This is an optimization exercise on Yosys and OpenROAD, whose aim is small area, a short achievable clock period and few clock cycles, not a production implementation.
Function was checked by simulation only, so behaviour that the tests miss may differ from the original.

==> 02-03 <==
==> flow/design.v (excerpt) <==
module noc_mesh_top (
  input  logic           clk,
  input  logic           rst_n_i,
  input  logic [3:0]     rx_flit_v_i,
  input  logic [127:0]   rx_flit_i,
  output logic [3:0]     rx_lcrd_v_o,
  output logic [3:0]     tx_flit_v_o,
  output logic [127:0]   tx_flit_o,
  input  logic [3:0]     tx_lcrd_v_i
);
==> module noc_mesh_top, before the edit <==
module noc_mesh_top (
  input  logic           clk,
  input  logic           rst_n_i,
  input  logic [3:0]     rx_flit_v_i,
  input  logic [127:0]   rx_flit_i,
  output logic [3:0]     rx_lcrd_v_o,
  output logic [3:0]     tx_flit_v_o,
  output logic [127:0]   tx_flit_o,
  input  logic [3:0]     tx_lcrd_v_i
);
  localparam int NN = 4;
  localparam int DW = 28;         
  localparam int EW = DW + 2;     
  logic [NN-1:0][3:0][EW-1:0] mem;
  logic [NN-1:0][2:0]         wr_ptr;
  logic [NN-1:0][2:0]         rd_ptr;
  logic [NN-1:0][EW-1:0]      in_ent;
  logic [NN-1:0][EW-1:0]      q_head;
  logic [NN-1:0]              empty;
  logic [NN-1:0][DW-1:0]      head_data;
  logic [NN-1:0]              pop;
  logic [NN-1:0][NN-1:0]      last;       
  logic [NN-1:0][2:0]         crd_cnt;
  logic [NN-1:0][DW-1:0]      tx_data;
  logic [NN-1:0][NN-1:0]      req;        
  logic [NN-1:0][NN-1:0]      gnt;        
  logic [NN-1:0]              gnt_v;
  for (genvar s = 0; s < NN; s++) begin : gen_src
    assign in_ent[s]    = {rx_flit_i[32*s+28], rx_flit_i[32*s+30], rx_flit_i[32*s +: DW]};
    assign empty[s]     = (wr_ptr[s] == rd_ptr[s]);
    assign q_head[s]    = mem[s][rd_ptr[s][1:0]];
    assign head_data[s] = empty[s] ? in_ent[s][DW-1:0] : q_head[s][DW-1:0];
  end
  always_ff @(posedge clk) begin
    for (int s = 0; s < NN; s++)
      if (rx_flit_v_i[s]) mem[s][wr_ptr[s][1:0]] <= in_ent[s];
  end
  always_ff @(posedge clk or negedge rst_n_i) begin
    if (!rst_n_i) begin
      wr_ptr      <= '0;
      rd_ptr      <= '0;
      rx_lcrd_v_o <= '0;
    end else begin
      for (int s = 0; s < NN; s++) begin
        if (rx_flit_v_i[s]) wr_ptr[s] <= wr_ptr[s] + 1'b1;
        if (pop[s]) rd_ptr[s] <= rd_ptr[s] + 1'b1;
      end
      rx_lcrd_v_o <= pop;
    end
  end
  always_comb begin
    logic [NN-1:0] ahead;
    for (int d = 0; d < NN; d++) begin
      for (int s = 0; s < NN; s++) begin
        req[d][s] = (crd_cnt[d] != '0) &&
                    (empty[s] ? (rx_flit_v_i[s] && in_ent[s][EW-1 -: 2] == 2'(d))
                              : (q_head[s][EW-1 -: 2] == 2'(d)));
      end
      for (int s = 0; s < NN; s++) begin
        ahead = '0;
        for (int t = 0; t < NN; t++) begin
          if (t != s) begin
            for (int w = 0; w < NN; w++) begin
              if (((t - w - 1 + 2*NN) % NN) < ((s - w - 1 + 2*NN) % NN)) ahead[t] |= last[d][w];
            end
          end
        end
        gnt[d][s] = req[d][s] && !(|(req[d] & ahead));
      end
      gnt_v[d] = |req[d];
    end
    for (int s = 0; s < NN; s++) begin
      pop[s] = 1'b0;
      for (int d = 0; d < NN; d++) pop[s] |= gnt[d][s];
    end
  end
  always_ff @(posedge clk or negedge rst_n_i) begin
    if (!rst_n_i) begin
      last        <= {NN{4'b1000}};
      crd_cnt     <= {NN{3'd4}};
      tx_flit_v_o <= '0;
    end else begin
      tx_flit_v_o <= gnt_v;
      for (int d = 0; d < NN; d++) begin
        if (gnt_v[d]) last[d] <= gnt[d];
        case ({gnt_v[d], tx_lcrd_v_i[d]})
          2'b10:   crd_cnt[d] <= crd_cnt[d] - 1'b1;
          2'b01:   crd_cnt[d] <= crd_cnt[d] + 1'b1;
          default: ;
        endcase
      end
    end
  end
  always_ff @(posedge clk) begin
    for (int d = 0; d < NN; d++) begin
      tx_data[d] <= '0;
      for (int s = 0; s < NN; s++)
        if (gnt[d][s]) tx_data[d] <= head_data[s];
    end
  end
  for (genvar d = 0; d < NN; d++) begin : gen_dst
    assign tx_flit_o[32*d +: 32] = {1'b0, 1'(d % 2), 1'b0, 1'(d / 2), tx_data[d]};
  end
endmodule
make LEC_CHECK=0 ABC_CLOCK_PERIOD_IN_PS=3000 CAP_MARGIN=20 CORE_MARGIN=2 CORE_UTILIZATION=40 CTS_BUF_LIST='sky130_fd_sc_hd__clkbuf_4 sky130_fd_sc_hd__clkbuf_8' SETUP_SLACK_MARGIN=4.5 SLEW_MARGIN=20 finish   # period 7.5 ns
run.sh (not shown) runs the stock make flow with config.mk's settings and CLKGATE_MAP_FILE= SYNTH_SCRIPT=/design/flow/synth_recipe.tcl, a recipe that flattens the netlist after the stock synthesis.
==> 11-09: changes against 02-03 <==
==> flow/design.v (replaced) <==
`timescale 1ns/1ps
module noc_mesh_top (
  input  logic           clk,
  input  logic           rst_n_i,
  input  logic [3:0]     rx_flit_v_i,
  input  logic [127:0]   rx_flit_i,
  output logic [3:0]     rx_lcrd_v_o,
  output logic [3:0]     tx_flit_v_o,
  output logic [127:0]   tx_flit_o,
  input  logic [3:0]     tx_lcrd_v_i
);
  localparam int NN = 4;
  localparam int DW = 28;         
  localparam int EW = DW + 2;     
  logic [NN-1:0][3:0][EW-1:0] mem;
  logic [NN-1:0][3:0]         wr_ptr;     
  logic [NN-1:0][3:0]         rd_ptr;     
  logic [NN-1:0][NN-1:0]      head_dst;   
  logic [NN-1:0][EW-1:0]      in_ent;
  logic [NN-1:0][NN-1:0]      in_dst;     
  logic [NN-1:0][EW-1:0]      q_head;
  logic [NN-1:0][EW-1:0]      q_next;     
  logic [NN-1:0]              empty;
  logic [NN-1:0]              more;       
  logic [NN-1:0]              push;       
  logic [NN-1:0][NN-1:0]      last;       
  logic [NN-1:0][2:0]         crd_cnt;
  logic [NN-1:0]              crd_ok;     
  logic [NN-1:0][2:0]         crd_inc;
  logic [NN-1:0][2:0]         crd_dec;
  logic [NN-1:0][DW-1:0]      tx_data;
  logic [NN-1:0][NN-1:0]      q_req;      
  logic [NN-1:0][NN-1:0]      q_gnt;
  logic [NN-1:0]              q_any;
  logic [NN-1:0][NN-1:0]      b_req;      
  logic [NN-1:0][NN-1:0]      b_gnt;
  logic [NN-1:0]              b_any;
  logic [NN-1:0]              q_pop;
  logic [NN-1:0]              b_pop;
  logic [NN-1:0]              send;
  function automatic logic [NN-1:0] dst_onehot(input logic [1:0] n);
    dst_onehot = NN'(1) << n;
  endfunction
  for (genvar s = 0; s < NN; s++) begin : gen_src
    assign in_ent[s] = {rx_flit_i[32*s+28], rx_flit_i[32*s+30], rx_flit_i[32*s +: DW]};
    assign in_dst[s] = rx_flit_v_i[s] ? dst_onehot(in_ent[s][EW-1 -: 2]) : '0;
    assign empty[s]  = (head_dst[s] == '0);
    assign more[s]   = !empty[s] && !(|(wr_ptr[s] & {rd_ptr[s][2:0], rd_ptr[s][3]}));
    always_comb begin
      q_head[s] = '0;
      q_next[s] = '0;
      for (int i = 0; i < 4; i++) begin
        if (rd_ptr[s][i]) q_head[s] |= mem[s][i];
        if (rd_ptr[s][i]) q_next[s] |= mem[s][(i + 1) % 4];
      end
    end
    assign push[s]   = rx_flit_v_i[s] && !b_pop[s];
  end
  always_ff @(posedge clk) begin
    for (int s = 0; s < NN; s++)
      for (int i = 0; i < 4; i++)
        if (rx_flit_v_i[s] && wr_ptr[s][i]) mem[s][i] <= in_ent[s];
  end
  always_ff @(posedge clk or negedge rst_n_i) begin
    if (!rst_n_i) begin
      wr_ptr      <= {NN{4'b0001}};
      rd_ptr      <= {NN{4'b0001}};
      head_dst    <= '0;
      rx_lcrd_v_o <= '0;
    end else begin
      for (int s = 0; s < NN; s++) begin
        if (push[s]) wr_ptr[s] <= {wr_ptr[s][2:0], wr_ptr[s][3]};
        if (q_pop[s]) rd_ptr[s] <= {rd_ptr[s][2:0], rd_ptr[s][3]};
        if (q_pop[s]) begin
          if (more[s])          head_dst[s] <= dst_onehot(q_next[s][EW-1 -: 2]);
          else if (push[s])     head_dst[s] <= in_dst[s];
          else                  head_dst[s] <= '0;
        end else if (empty[s] && push[s]) begin
          head_dst[s] <= in_dst[s];
        end
      end
      rx_lcrd_v_o <= q_pop | b_pop;
    end
  end
  always_comb begin
    logic [NN-1:0] ahead;
    for (int d = 0; d < NN; d++) begin
      for (int s = 0; s < NN; s++)
        q_req[d][s] = crd_ok[d] && head_dst[s][d];
      q_any[d] = |q_req[d];
      for (int s = 0; s < NN; s++)
        b_req[d][s] = crd_ok[d] && !q_any[d] && empty[s] && in_dst[s][d];
      b_any[d] = |b_req[d];
      send[d]  = q_any[d] || b_any[d];
      for (int s = 0; s < NN; s++) begin
        ahead = '0;
        for (int t = 0; t < NN; t++) begin
          if (t != s) begin
            for (int w = 0; w < NN; w++) begin
              if (((t - w - 1 + 2*NN) % NN) < ((s - w - 1 + 2*NN) % NN)) ahead[t] |= last[d][w];
            end
          end
        end
        q_gnt[d][s] = q_req[d][s] && !(|(q_req[d] & ahead));
      end
      for (int s = 0; s < NN; s++) begin
        b_gnt[d][s] = b_req[d][s];
        for (int t = 0; t < s; t++) if (b_req[d][t]) b_gnt[d][s] = 1'b0;
      end
    end
    for (int s = 0; s < NN; s++) begin
      q_pop[s] = 1'b0;
      b_pop[s] = 1'b0;
      for (int d = 0; d < NN; d++) begin
        q_pop[s] |= q_gnt[d][s];
        b_pop[s] |= b_gnt[d][s];
      end
    end
  end
  always_ff @(posedge clk or negedge rst_n_i) begin
    if (!rst_n_i) begin
      last        <= {NN{4'b1000}};
      crd_cnt     <= {NN{3'd4}};
      crd_ok      <= '1;
      tx_flit_v_o <= '0;
    end else begin
      tx_flit_v_o <= send;
      for (int d = 0; d < NN; d++) begin
        if (q_any[d]) last[d] <= q_gnt[d];
        case ({send[d], tx_lcrd_v_i[d]})
          2'b10: begin
            crd_cnt[d] <= crd_dec[d];
            crd_ok[d]  <= (crd_cnt[d] != 3'd1);
          end
          2'b01: begin
            crd_cnt[d] <= crd_inc[d];
            crd_ok[d]  <= 1'b1;
          end
          default: ;
        endcase
      end
    end
  end
  always_ff @(posedge clk) begin
    logic [DW-1:0] w;
    for (int d = 0; d < NN; d++) begin
      w = '0;
      for (int s = 0; s < NN; s++)
        if (q_gnt[d][s] || b_gnt[d][s]) w |= empty[s] ? in_ent[s][DW-1:0] : q_head[s][DW-1:0];
      tx_data[d] <= w;
    end
  end
  for (genvar d = 0; d < NN; d++) begin : gen_dst
    assign crd_inc[d] = crd_cnt[d] + 3'd1;
    assign crd_dec[d] = crd_cnt[d] - 3'd1;
    assign tx_flit_o[32*d +: 32] = {1'b0, 1'(d % 2), 1'b0, 1'(d / 2), tx_data[d]};
  end
endmodule
ABC_CLOCK_PERIOD_IN_PS = default   (was 3000)
CORE_UTILIZATION = 50   (was 40)
CTS_BUF_LIST = default   (was sky130_fd_sc_hd__clkbuf_4 sky130_fd_sc_hd__clkbuf_8)
CTS_CLUSTER_DIAMETER = 300   (was default)
CTS_CLUSTER_SIZE = 24   (was default)
SETUP_SLACK_MARGIN = 4.8   (was 4.5)
==> comparison table <==
Wire length of the first global-routing pass: 11-09 133000 um; 02-03 288000 um
Final Skew: 11-09 0.0259 ns; 02-03 0.0797 ns
Non-clock buffer count: 11-09 369; 02-03 617
Multiplexer area fraction after synthesis: 11-09 1.48%; 02-03 17.0%
Status: 11-09 finished clean; 02-03 finished clean
Data-path buffer share of cell area in the final layout: 11-09 10.7%; 02-03 13.3%
Startpoint of the most critical register-to-register path: 11-09 head_dst[6]$_DFFE_PN0P_; 02-03 rd_ptr[0]$_DFFE_PN0P_
Critical path required time: 11-09 7.97 ns; 02-03 8.14 ns
Worst-case hold path end point: 11-09 last[3]$_DFFE_PN1P_; 02-03 mem[471]$_DFF_P_
Synthesized-area fraction occupied by ao, oa, aoi and oai cells: 11-09 18.4%; 02-03 26.9%
Routed wl met3: 11-09 9550 um; 02-03 38700 um
Routed length on met1: 11-09 37400 um; 02-03 73600 um
Register share of the cell area: 11-09 56.7%; 02-03 26.9%
Met2 WL post-DR: 11-09 43000 um; 02-03 83000 um
Testbench counts of 02-03, summed over its fixed seeds: cycles 1,279.
Testbench counts of 11-09, summed over its fixed seeds: cycles 1,274.

re-timing with driven ports:
The flow's constraints put no driver on any port. The routed layouts listed below were extracted and timed again, unchanged, in two steps. Step 1 assumes that a clkbuf_16 drives the clock port and a buf_2 every other input. Step 2 adds t to the input delays and takes it off the output delays; t is the mean of the earliest and latest rising clock arrival at the registers after step 1. Input paths then give back, and output paths get back, about the clock's delay inside the block. Three values: ideal ports, drivers, drivers and shift; two values: the first two.
run | shift t [ns] | setup slack, ns | clock arrival spread, ns
02-03 | 0.894 | 4.026 / 4.062 / 3.168 | 0.082 / 0.082
11-09 | 0.637 | 4.696 / 4.701 / 4.063 | 0.032 / 0.031
After both steps setup and hold are still met in every run listed. For 02-03, which loses most, drivers alone change the setup slack by +0.036 ns; drivers and shift together by -0.858 ns.
